Background: an optimization exercise with open tools, aiming at small area. Do not read the settings as production practice.
Only simulation tests tie the RTL to the original design; equivalence was not proved.
Power is estimated from default activity; no workload was simulated.

==> flow/design.v <==
module multi_tone_generator #(
    parameter int CLK_HZ   = 125000000,
    parameter int CHANNELS = 4,
    parameter int NUM_W    = 40,
    parameter int CNT_W    = 32,
    parameter int MAX_FREQ = 999999,
    localparam int CH_W    = (CHANNELS > 1) ? $clog2(CHANNELS) : 1
) (
    input  logic                clk,
    input  logic                rst,
    input  logic                cfg_valid,
    output logic                cfg_ready,
    input  logic [CH_W-1:0]     cfg_chan,
    input  logic [31:0]         cfg_freq,
    input  logic [7:0]          cfg_duty,
    output logic                cfg_err,
    input  logic [CHANNELS-1:0] chan_en,
    output logic [CHANNELS-1:0] wave_out,
    output logic [CHANNELS-1:0] period_strb
);
    localparam logic [63:0] NUMER64 = 64'(CLK_HZ) * 64'd100;
    localparam logic [33:0] NUMER   = NUMER64[33:0];
    localparam logic [63:0] NBIT_AT = {28'd0, NUMER, 2'd0};
    logic [5:0]  step;
    logic [1:0]  chan_r;
    logic [7:0]  duty_r;
    logic [19:0] nf_r;      
    logic [19:0] rem_r;
    logic [31:0] nq_r;      
    logic [38:0] acc_r;
    logic        zf_r;
    logic        accept, commit, div_ph, acc_ph, bad, fzero;
    logic        nbit, ge, q;
    logic [20:0] sh, df;
    logic [8:0]  addend, lsum;
    logic [39:0] acc_nx;
    assign cfg_ready = (step == 6'd0);
    assign accept    = cfg_ready && cfg_valid;
    assign commit    = (step == 6'd1);
    assign div_ph    = (step <= 6'd35) && (step >= 6'd2);
    assign acc_ph    = (step <= 6'd32) && (step != 6'd0);
    assign bad       = (|cfg_freq[31:20]) || (cfg_freq[19:0] > 20'(MAX_FREQ));
    assign fzero     = ~|cfg_freq;
    assign nbit = NBIT_AT[step];
    assign sh   = {rem_r, nbit};
    always_comb begin
        logic c, c0, c1;
        logic [20:0] b;
        logic [20:11] s0, s1;
        b = {1'b1, nf_r};
        c = 1'b1;
        for (int i = 0; i < 11; i++) begin
            df[i] = sh[i] ^ b[i] ^ c;
            c     = (sh[i] & b[i]) | (sh[i] & c) | (b[i] & c);
        end
        c0 = 1'b0;
        c1 = 1'b1;
        for (int i = 11; i < 21; i++) begin
            s0[i] = sh[i] ^ b[i] ^ c0;
            c0    = (sh[i] & b[i]) | (sh[i] & c0) | (b[i] & c0);
            s1[i] = sh[i] ^ b[i] ^ c1;
            c1    = (sh[i] & b[i]) | (sh[i] & c1) | (b[i] & c1);
        end
        df[20:11] = c ? s1 : s0;
        ge        = c ? c1 : c0;
    end
    assign q = ~nq_r[0] & acc_ph;
    always_comb begin
        logic c;
        for (int i = 0; i < 8; i++)
            addend[i] = q ? ~duty_r[i] : commit;
        addend[8] = q & commit;
        c = q & ~commit;
        for (int i = 0; i < 9; i++) begin
            logic a;
            a       = (i == 0) ? 1'b0 : acc_r[i-1];
            lsum[i] = a ^ addend[i] ^ c;
            c       = (a & addend[i]) | (a & c) | (addend[i] & c);
        end
        begin
            logic cb, pb;
            cb = c;
            pb = 1'b1;
            for (int i = 9; i < 40; i++) begin
                if (i == 17 || i == 25 || i == 33) begin
                    cb = cb & pb;
                    c  = cb;
                    pb = 1'b1;
                end
                acc_nx[i] = acc_r[i-1] ^ c;
                c         = acc_r[i-1] & c;
                pb        = pb & acc_r[i-1];
            end
        end
        acc_nx[8:0] = lsum;
    end
    always_ff @(posedge clk) begin
        if (rst) begin
            step    <= 6'd0;
            cfg_err <= 1'b0;
        end else begin
            cfg_err <= accept && bad;
            if (accept) begin
                if (bad)        step <= 6'd0;
                else if (fzero) step <= 6'd1;
                else            step <= 6'd42;
            end else if (!cfg_ready) begin
                step <= step - 6'd1;
            end
        end
    end
    always_ff @(posedge clk) begin
        nq_r  <= {nq_r[30:0], ~ge};
        rem_r <= div_ph ? (ge ? df[19:0] : sh[19:0]) : 20'd0;
        acc_r <= acc_nx[38:0];
        if (accept) begin
            chan_r <= cfg_chan;
            duty_r <= cfg_duty;
            nf_r   <= ~cfg_freq[19:0];
            zf_r   <= fzero;
        end
    end
    for (genvar i = 0; i < CHANNELS; i++) begin : g_chan
        logic [31:0] pend_np, pend_lo, act_lo, cnt;
        logic [32:1] cy;
        logic [31:0] inc;
        logic        act_nz, pend_nz, pend_vld, first;
        logic        run, wrap, load, clr, force_ld, commit_here, hit, high;
        assign cy[1] = first | cnt[0];
        for (genvar k = 1; k < 32; k++) begin : g_cy
            assign cy[k+1] = cnt[k] & cy[k];
        end
        always_comb begin
            logic c;
            c = first;
            for (int k = 0; k < 32; k++)
                c = (cnt[k] & act_lo[k]) | (cnt[k] & c) | (act_lo[k] & c);
            high = ~c;
        end
        assign inc = {cnt[31:1] ^ cy[31:1], cnt[0] ^ ~first};
        assign hit = cy[32];
        assign run         = chan_en[i] && act_nz;
        assign wrap        = run && hit;
        assign load        = pend_vld && (wrap || !run);
        assign force_ld    = rst || !run;
        assign clr         = force_ld || wrap;
        assign commit_here = commit && (chan_r == i);
        always_ff @(posedge clk) begin
            cnt   <= (inc & {32{!force_ld}}) | (pend_np & {32{clr}});
            first <= clr;
            if (load) act_lo <= pend_lo;
            if (commit_here) begin
                pend_np <= nq_r;
                pend_lo <= acc_nx[39:8];
                pend_nz <= !zf_r;
            end
            if (rst) begin
                act_nz   <= 1'b0;
                pend_vld <= 1'b0;
            end else begin
                if (load)        act_nz   <= pend_nz;
                if (commit_here) pend_vld <= 1'b1;
                else if (load)   pend_vld <= 1'b0;
            end
        end
        assign wave_out[i]    = run && high;
        assign period_strb[i] = run && first;
    end
endmodule
==> flow/config.mk <==
export PLATFORM = sky130hd
export DESIGN_NAME = multi_tone_generator
export DESIGN_NICKNAME = multi_tone_generator
export VERILOG_FILES = /design/flow/design.v
export SDC_FILE = /design/flow/constraint.sdc
export NUM_CORES = 4
export LEC_CHECK = 0
export CAP_MARGIN = 0
export CORE_MARGIN = 2
export CORE_UTILIZATION = 80
export SLEW_MARGIN = 0
==> flow/constraint.sdc <==
create_clock -name core_clock -period 8.0 [get_ports {clk}]
set_input_delay 1.6000 -clock core_clock [delete_from_list [all_inputs] [get_ports {clk}]]
set_output_delay 1.6000 -clock core_clock [all_outputs]
set_load 0.01 [all_outputs]
standard.sh (not shown) runs the stock make flow with config.mk's settings and CLKGATE_MAP_FILE= SYNTH_SCRIPT=/design/flow/synth_recipe.tcl, a recipe that flattens the netlist after the stock synthesis.
==> flow/flow/run.sh <==
#!/bin/bash
# The standard layout (standard.sh: standard synthesis, floorplan, place,
# CTS, route), with two changes:
#  * every input and output port gets the smallest buffer, buf_1, instead of
#    the default port buffer cell;
#  * clock tree synthesis uses clkbuf_8 buffers in clusters of at most 18
#    sinks and inserts no dummy loads.
# The make output goes to standard_flow.log; each ORFS step keeps its own log
# under orfs/logs/.
set -euo pipefail
export BUFFER_PORTS_ARGS="-buffer_cell sky130_fd_sc_hd__buf_1"
export CTS_ARGS="-sink_clustering_enable -repair_clock_nets -dont_use_dummy_load -buf_list sky130_fd_sc_hd__clkbuf_8 -sink_clustering_size 18 -sink_clustering_max_diameter 100"
bash standard.sh > standard_flow.log 2>&1
Rerun with:
--- a/flow/design.v
+++ b/flow/design.v
@@ -77,22 +77,21 @@
             lsum[i] = a ^ addend[i] ^ c;
             c       = (a & addend[i]) | (a & c) | (addend[i] & c);
         end
         begin
             logic cb, pb;
             cb = c;
-            pb = 1'b1;
-            for (int i = 9; i < 40; i++) begin
-                if (i == 17 || i == 25 || i == 33) begin
-                    cb = cb & pb;
-                    c  = cb;
-                    pb = 1'b1;
+            for (int blk = 0; blk < 4; blk++) begin
+                c  = cb;
+                pb = 1'b1;
+                for (int i = 9 + 8 * blk; i < 17 + 8 * blk && i < 40; i++) begin
+                    acc_nx[i] = acc_r[i-1] ^ c;
+                    c         = acc_r[i-1] & c;
+                    pb        = pb & acc_r[i-1];
                 end
-                acc_nx[i] = acc_r[i-1] ^ c;
-                c         = acc_r[i-1] & c;
-                pb        = pb & acc_r[i-1];
+                cb = cb & pb;
             end
         end
         acc_nx[8:0] = lsum;
     end
     always_ff @(posedge clk) begin
         if (rst) begin
@@ -119,37 +118,35 @@
             nf_r   <= ~cfg_freq[19:0];
             zf_r   <= fzero;
         end
     end
     for (genvar i = 0; i < CHANNELS; i++) begin : g_chan
         logic [31:0] pend_np, pend_lo, act_lo, cnt;
-        logic [32:1] cy;
         logic [31:0] inc;
         logic        act_nz, pend_nz, pend_vld, first;
-        logic        run, wrap, load, clr, force_ld, commit_here, hit, high;
-        assign cy[1] = first | cnt[0];
-        for (genvar k = 1; k < 32; k++) begin : g_cy
-            assign cy[k+1] = cnt[k] & cy[k];
-        end
+        logic        run, wrap, load, clr, commit_here, hit, high;
         always_comb begin
             logic c;
-            c = first;
+            c = 1'b1;
+            for (int k = 0; k < 32; k++) begin
+                inc[k] = cnt[k] ^ c;
+                c      = cnt[k] & c;
+            end
+            hit = (&cnt[31:1]) & ~cnt[0];
+            c   = 1'b1;
             for (int k = 0; k < 32; k++)
                 c = (cnt[k] & act_lo[k]) | (cnt[k] & c) | (act_lo[k] & c);
             high = ~c;
         end
-        assign inc = {cnt[31:1] ^ cy[31:1], cnt[0] ^ ~first};
-        assign hit = cy[32];
         assign run         = chan_en[i] && act_nz;
         assign wrap        = run && hit;
         assign load        = pend_vld && (wrap || !run);
-        assign force_ld    = rst || !run;
-        assign clr         = force_ld || wrap;
+        assign clr         = rst || !run || wrap;
         assign commit_here = commit && (chan_r == i);
         always_ff @(posedge clk) begin
-            cnt   <= (inc & {32{!force_ld}}) | (pend_np & {32{clr}});
+            cnt   <= clr ? pend_np : inc;
             first <= clr;
             if (load) act_lo <= pend_lo;
             if (commit_here) begin
                 pend_np <= nq_r;
                 pend_lo <= acc_nx[39:8];
                 pend_nz <= !zf_r;
Outcome: Sequential power stays flat. Wire length grows by 3.5%. Setup slack improves by 0.36 ns. Maximum frequency goes up by 4.9%. Count of clock-buffer cells in the layout does not change. Die area climbs by 1.2%. Non-clock buffer count fell by 9. Global-route usage came out higher by 0.63 points. Design area goes up by 0.82%. Power is lower by 0.74%. Synthesized area is higher by 1.2%. Hold slack gains 0.0066 ns.

## afterwards: timing with drivers on the ports
In the flow no input, the clock included, has a driving cell. The finished layouts below were timed again as built, in two steps. Step 1, drivers: a clkbuf_16 drives clk and a buf_2 each remaining input, both assumed. Step 2, shift: input delay + t, output delay - t, t = (earliest + latest rising clock arrival at the registers) / 2. This alone moves slack from input paths to output paths. Slacks: no drivers / after step 1 / after step 2; pairs: no drivers / after step 1.
run | t, ns | slack for setup (ns) | hold slack, ns | worst data-port slew with drivers (ns)
the first run | 0.608 | 0.288 / 0.288 / 0.288 | 0.412 / 0.412 / 0.412 | 0.04
the second run | 0.625 | 0.650 / 0.650 / 0.650 | 0.418 / 0.418 / 0.418 | 0.04
After both steps every run listed still meets setup and hold.
